Context: an optimization exercise on an open-source flow, tuned for a short achievable clock period and few clock cycles. The choices shown serve that exercise and are no tape-out recipe. In this exercise RTL edits were held to simulation tests only and were not proved equivalent to the original. Power and IR drop assume default switching activity.

==> flow/design.v (excerpt) <==
module mipsCore (
    input  logic                                clk,
    input  logic                                rst_n,
    input  logic [31:0]                         instr,
    input  logic [mipsPkg::DataWidth-1:0]       memRdata,
    output logic [mipsPkg::DataWidth-1:0]       instrAddr,
    output logic [mipsPkg::MemAddrWidth-1:0]    memAddr,
    output logic [mipsPkg::DataWidth-1:0]       memWdata,
    output logic                                memCen,
    output logic                                memWen,
    output logic                                memOen
);
    logic [NumAluOps-1:0]    aluOp;
    logic                    useImm;
    logic [RegAddrWidth-1:0] dest;
    logic                    memRead;
    logic                    memWrite;
    logic                    branchEq;
    logic                    branchNe;
    logic                    jump;
    logic                    link;
    logic                    jumpReg;
    logic [DataWidth-1:0] pc;
    logic [DataWidth-1:0] pcPlus4;
    logic [DataWidth-1:0] rfData1;
    logic [DataWidth-1:0] rfData2;
  ...
==> module mipsCore, before the edit <==
module mipsCore (
    input  logic                                clk,
    input  logic                                rst_n,
    input  logic [31:0]                         instr,
    input  logic [mipsPkg::DataWidth-1:0]       memRdata,
    output logic [mipsPkg::DataWidth-1:0]       instrAddr,
    output logic [mipsPkg::MemAddrWidth-1:0]    memAddr,
    output logic [mipsPkg::DataWidth-1:0]       memWdata,
    output logic                                memCen,
    output logic                                memWen,
    output logic                                memOen
);
    logic [NumAluOps-1:0]    aluOp;
    logic                    useImm;
    logic [RegAddrWidth-1:0] dest;
    logic                    memRead;
    logic                    memWrite;
    logic                    branchEq;
    logic                    branchNe;
    logic                    jump;
    logic                    link;
    logic                    jumpReg;
    logic [DataWidth-1:0] pc;
    logic [DataWidth-1:0] pcPlus4;
    logic [DataWidth-1:0] rfData1;
    logic [DataWidth-1:0] rfData2;
    logic [DataWidth-1:0] rsVal;
    logic [DataWidth-1:0] rtVal;
    logic [DataWidth-1:0] immExt;
    logic                 fwdRs;
    logic                 fwdRt;
    logic [8:0]           byteAddr;
    logic [NumAluOps-1:0]    exAluOp;
    logic [DataWidth-1:0]    exOpA;
    logic [DataWidth-1:0]    exOpB;
    logic [DataWidth-1:0]    exStData;
    logic [4:0]              exShamt;
    logic [RegAddrWidth-1:0] exDest;
    logic                    exMemRead;
    logic                    exMemWrite;
    logic [DataWidth-1:0]    exAluResult;
    logic [DataWidth-1:0]    exResult;
    logic [MemAddrWidth-1:0] exMemAddr;
    logic                    exCenN;
    logic                    exWenN;
    logic                    exOenN;
    mipsControl uControl (
        .instr    (instr),
        .aluOp    (aluOp),
        .useImm   (useImm),
        .dest     (dest),
        .memRead  (memRead),
        .memWrite (memWrite),
        .branchEq (branchEq),
        .branchNe (branchNe),
        .jump     (jump),
        .link     (link),
        .jumpReg  (jumpReg)
    );
    regFile uRegFile (
        .clk     (clk),
        .rst_n   (rst_n),
        .rdIdx1  (instr[25:21]),
        .rdIdx2  (instr[20:16]),
        .wrIdx   (exDest),
        .wrData  (exResult),
        .rdData1 (rfData1),
        .rdData2 (rfData2)
    );
    assign fwdRs = (instr[25:21] == exDest) && (exDest != '0);
    assign fwdRt = (instr[20:16] == exDest) && (exDest != '0);
    assign rsVal = fwdRs ? exResult : rfData1;
    assign rtVal = fwdRt ? exResult : rfData2;
    assign immExt   = {{16{instr[15]}}, instr[15:0]};
    pcUnit uPcUnit (
        .clk      (clk),
        .rst_n    (rst_n),
        .instr    (instr),
        .jump     (jump),
        .jumpReg  (jumpReg),
        .branchEq (branchEq),
        .branchNe (branchNe),
        .fwdRs    (fwdRs),
        .fwdRt    (fwdRt),
        .rfData1  (rfData1),
        .rfData2  (rfData2),
        .exResult (exResult),
        .rsVal    (rsVal),
        .pc       (pc),
        .pcPlus4  (pcPlus4)
    );
    assign instrAddr = pc;
    prefixAdder #(.W(9)) uAddrAdd (
        .a   (rsVal[8:0]),
        .b   (instr[8:0]),
        .cin (1'b0),
        .sum (byteAddr)
    );
    always_ff @(posedge clk) begin
        if (rst_n) begin
            exDest     <= '0;
            exMemRead  <= 1'b0;
            exMemWrite <= 1'b0;
            exCenN     <= 1'b1;
            exWenN     <= 1'b1;
            exOenN     <= 1'b1;
        end else begin
            exDest     <= dest;
            exMemRead  <= memRead;
            exMemWrite <= memWrite;
            exCenN     <= ~(memRead | memWrite);
            exWenN     <= ~memWrite;
            exOenN     <= ~memRead;
        end
        exAluOp   <= aluOp;
        exOpA     <= link ? pcPlus4 : rsVal;
        exOpB     <= link ? '0 : (useImm ? immExt : rtVal);
        exStData  <= rtVal;
        exShamt   <= instr[10:6];
        exMemAddr <= byteAddr[MemAddrWidth+1:2];
    end
    alu uAlu (
        .aluOp     (exAluOp),
        .opA       (exOpA),
        .opB       (exOpB),
        .shamt     (exShamt),
        .aluResult (exAluResult)
    );
    assign exResult = exMemRead ? memRdata : exAluResult;
    assign memAddr  = exMemAddr;
    assign memWdata = exStData;
    assign memCen = exCenN | rst_n;
    assign memWen = exWenN | rst_n;
    assign memOen = exOenN | rst_n;
endmodule
clock: 12.0 ns
lec_check: 0
abc_clock_period_in_ps: 3000
cap_margin: 20
core_margin: 2
core_utilization: 35
place_density: 0.45
setup_slack_margin: 5
slew_margin: 20
synth_hierarchical: 1
synth_minimum_keep_size: 0
standard.sh (not shown) runs the stock make flow with config.mk's settings and CLKGATE_MAP_FILE= SYNTH_SCRIPT=/design/flow/synth_recipe.tcl, a recipe that flattens the netlist after the stock synthesis.
==> flow/flow/run.sh <==
#!/bin/bash
set -euo pipefail
cd "$(dirname "$0")/.."
MARGIN=$(cat flow/margin.txt)
sed -e "s|\"\${@:-finish}\"|SETUP_SLACK_MARGIN=${MARGIN} \"\${@:-finish}\"|" standard.sh > flow_margin.sh
grep -q "SETUP_SLACK_MARGIN=${MARGIN} " flow_margin.sh
bash flow_margin.sh finish > flow_make.log 2>&1
==> flow/flow/margin.txt <==
7.2
The baseline finished clean.
Testbench counts at the start, summed over its fixed seeds: cycles 37,966.
Next try:
--- a/flow/design.v
+++ b/flow/design.v
@@ -435,8 +435,30 @@
     );
     assign exResult = exMemRead ? memRdata : exAluResult;
     assign memAddr  = exMemAddr;
     assign memWdata = exStData;
-    assign memCen = exCenN | rst_n;
-    assign memWen = exWenN | rst_n;
-    assign memOen = exOenN | rst_n;
+    resetGate uCenGate (.rst (rst_n), .en_n (exCenN), .y (memCen));
+    resetGate uWenGate (.rst (rst_n), .en_n (exWenN), .y (memWen));
+    resetGate uOenGate (.rst (rst_n), .en_n (exOenN), .y (memOen));
+endmodule
+module resetGate (
+    input  logic rst,
+    input  logic en_n,
+    output logic y
+);
+    logic y_n;
+    norGate uNor (.a (rst), .b (en_n), .y (y_n));
+    invGate uInv (.a (y_n), .y (y));
+endmodule
+module norGate (
+    input  logic a,
+    input  logic b,
+    output logic y
+);
+    assign y = ~(a | b);
+endmodule
+module invGate (
+    input  logic a,
+    output logic y
+);
+    assign y = ~a;
 endmodule
First-iteration DRC count came out lower by 4.8%.
Hold slack is about the same.
Routed wire length went up by 0.33%.
Power increases by 0.52%.
Critical path depth goes up by 11.
Cell area fell by 1.6%.
Testbench counts after the change, summed over its fixed seeds: cycles 37,966.

* * *

mipsCore, a different RTL version from the one above (not shown whole).
Size in the first run: about 7600 cells after synthesis, ~140 I/O pins.
==> module idxDecode, before the edit <==
module idxDecode (
    input  logic [RegAddrWidth-1:0] idx,
    output logic [NumRegs-1:1]      sel
);
    for (genvar i = 1; i < NumRegs; i++) begin : gSel
        assign sel[i] = (idx == RegAddrWidth'(i));
    end
endmodule
==> module wordSelect, before the edit <==
module wordSelect (
    input  logic [NumRegs-1:1][DataWidth-1:0] regs,
    input  logic [NumRegs-1:1]                sel,
    output logic [DataWidth-1:0]              data
);
    always_comb begin
        data = '0;
        for (int i = 1; i < NumRegs; i++) begin
            data = data | (regs[i] & {DataWidth{sel[i]}});
        end
    end
endmodule
==> module regRead, before the edit <==
module regRead (
    input  logic [NumRegs-1:1][DataWidth-1:0] regs,
    input  logic [RegAddrWidth-1:0]           idx,
    output logic [DataWidth-1:0]              data
);
    logic [NumRegs-1:1] sel;
    idxDecode uDecode (
        .idx (idx),
        .sel (sel)
    );
    wordSelect uSelect (
        .regs (regs),
        .sel  (sel),
        .data (data)
    );
endmodule
==> flow/config.mk <==
export PLATFORM = sky130hd
export DESIGN_NAME = mipsCore
export DESIGN_NICKNAME = mipsCore
export VERILOG_FILES = /design/flow/design.v
export SDC_FILE = /design/flow/constraint.sdc
export NUM_CORES = 4
export LEC_CHECK = 0
export ABC_CLOCK_PERIOD_IN_PS = 3000
export CAP_MARGIN = 20
export CORE_MARGIN = 2
export CORE_UTILIZATION = 35
export PLACE_DENSITY = 0.45
export SETUP_SLACK_MARGIN = 5
export SLEW_MARGIN = 20
export SYNTH_HIERARCHICAL = 1
export SYNTH_MINIMUM_KEEP_SIZE = 0
==> flow/constraint.sdc <==
create_clock -name core_clock -period 12.0 [get_ports {clk}]
set_input_delay 2.4000 -clock core_clock [delete_from_list [all_inputs] [get_ports {clk}]]
set_output_delay 2.4000 -clock core_clock [all_outputs]
set_load 0.01 [all_outputs]
==> flow/flow/run.sh <==
#!/bin/bash
set -euo pipefail
cd "$(dirname "$0")/.."
MARGIN=$(cat flow/margin.txt)
EXTRA="SETUP_SLACK_MARGIN=${MARGIN} PRE_IO_PLACEMENT_TCL=$PWD/flow/io.tcl"
sed -e "s|\"\${@:-finish}\"|${EXTRA} \"\${@:-finish}\"|" standard.sh > flow_margin.sh
grep -q "SETUP_SLACK_MARGIN=${MARGIN} " flow_margin.sh
bash flow_margin.sh finish > flow_make.log 2>&1
==> flow/flow/io.tcl <==
# Keep the reset input next to the memory-enable outputs it gates, so that the
# input-to-output path through the reset gate has short wires.
set_io_pin_constraint -group -order -pin_names {memCen memWen rst_n memOen} -region left:*
Scripts as last shown in full above: flow/flow/margin.txt
Testbench counts at the start, summed over its fixed seeds: cycles 37,966.
Then changed:
--- a/flow/design.v
+++ b/flow/design.v
@@ -103,43 +103,16 @@
     end
 endmodule
 `timescale 1ns/1ns
 import mipsPkg::*;
-module idxDecode (
-    input  logic [RegAddrWidth-1:0] idx,
-    output logic [NumRegs-1:1]      sel
-);
-    for (genvar i = 1; i < NumRegs; i++) begin : gSel
-        assign sel[i] = (idx == RegAddrWidth'(i));
-    end
-endmodule
-module wordSelect (
-    input  logic [NumRegs-1:1][DataWidth-1:0] regs,
-    input  logic [NumRegs-1:1]                sel,
-    output logic [DataWidth-1:0]              data
-);
-    always_comb begin
-        data = '0;
-        for (int i = 1; i < NumRegs; i++) begin
-            data = data | (regs[i] & {DataWidth{sel[i]}});
-        end
-    end
-endmodule
 module regRead (
     input  logic [NumRegs-1:1][DataWidth-1:0] regs,
     input  logic [RegAddrWidth-1:0]           idx,
     output logic [DataWidth-1:0]              data
 );
-    logic [NumRegs-1:1] sel;
-    idxDecode uDecode (
-        .idx (idx),
-        .sel (sel)
-    );
-    wordSelect uSelect (
-        .regs (regs),
-        .sel  (sel),
-        .data (data)
-    );
+    logic [NumRegs-1:0][DataWidth-1:0] all;
+    assign all  = {regs, {DataWidth{1'b0}}};
+    assign data = all[idx];
 endmodule
 module regFile (
     input  logic                          clk,
     input  logic                          rst_n,
Wire length decreases by 9.7%.
Synthesized area increases by 7.3%.
Global-route usage decreases by 4.7 points.
Via count came out lower by 6.1%.
Clock power grows by about 4%.
Die area goes up by 7.3%.
Flip-flop and latch count does not change.
Final area went up by 5.5%.
Power goes up by 9.2%.
Clock-buffer cell count falls by 6.
Setup slack improved by 0.27 ns.
Combinational power went up by 88%.
Testbench counts after the change, summed over its fixed seeds: cycles 37,966.

[port drivers added, routing unchanged]
In the flow no input, the clock included, has a driving cell. The finished layouts below were timed again as built, in two steps. Step 1 assumes that a clkbuf_16 drives the clock port and a buf_2 every other input. Step 2 also shifts input and output timing later by t, the mid clock arrival at the registers, as if the neighbouring blocks saw the same clock. Slacks: no drivers / after step 1 / after step 2; pairs: no drivers / after step 1.
run	shift t [ns]	setup slack, ns	worst setup path at the end	latest minus earliest clock arrival (ns)	slew at the worst register clock pin (ns)
the first run of note 1	0.903	6.743 / 6.569 / 5.666	input to register	0.047 / 0.048	0.08 / 0.08
the second run of note 1	0.903	6.795 / 6.460 / 5.557	input to register	0.056 / 0.056	0.07 / 0.07
the first run of note 2	0.889	6.593 / 6.523 / 5.634	input to register	0.058 / 0.058	0.06 / 0.06
the second run of note 2	0.893	6.861 / 6.592 / 5.698	input to register	0.045 / 0.045	0.07 / 0.07
After both steps every run listed still meets setup and hold. For the second run of note 1, which loses most, drivers alone change the setup slack by -0.335 ns; drivers and shift together by -1.238 ns.
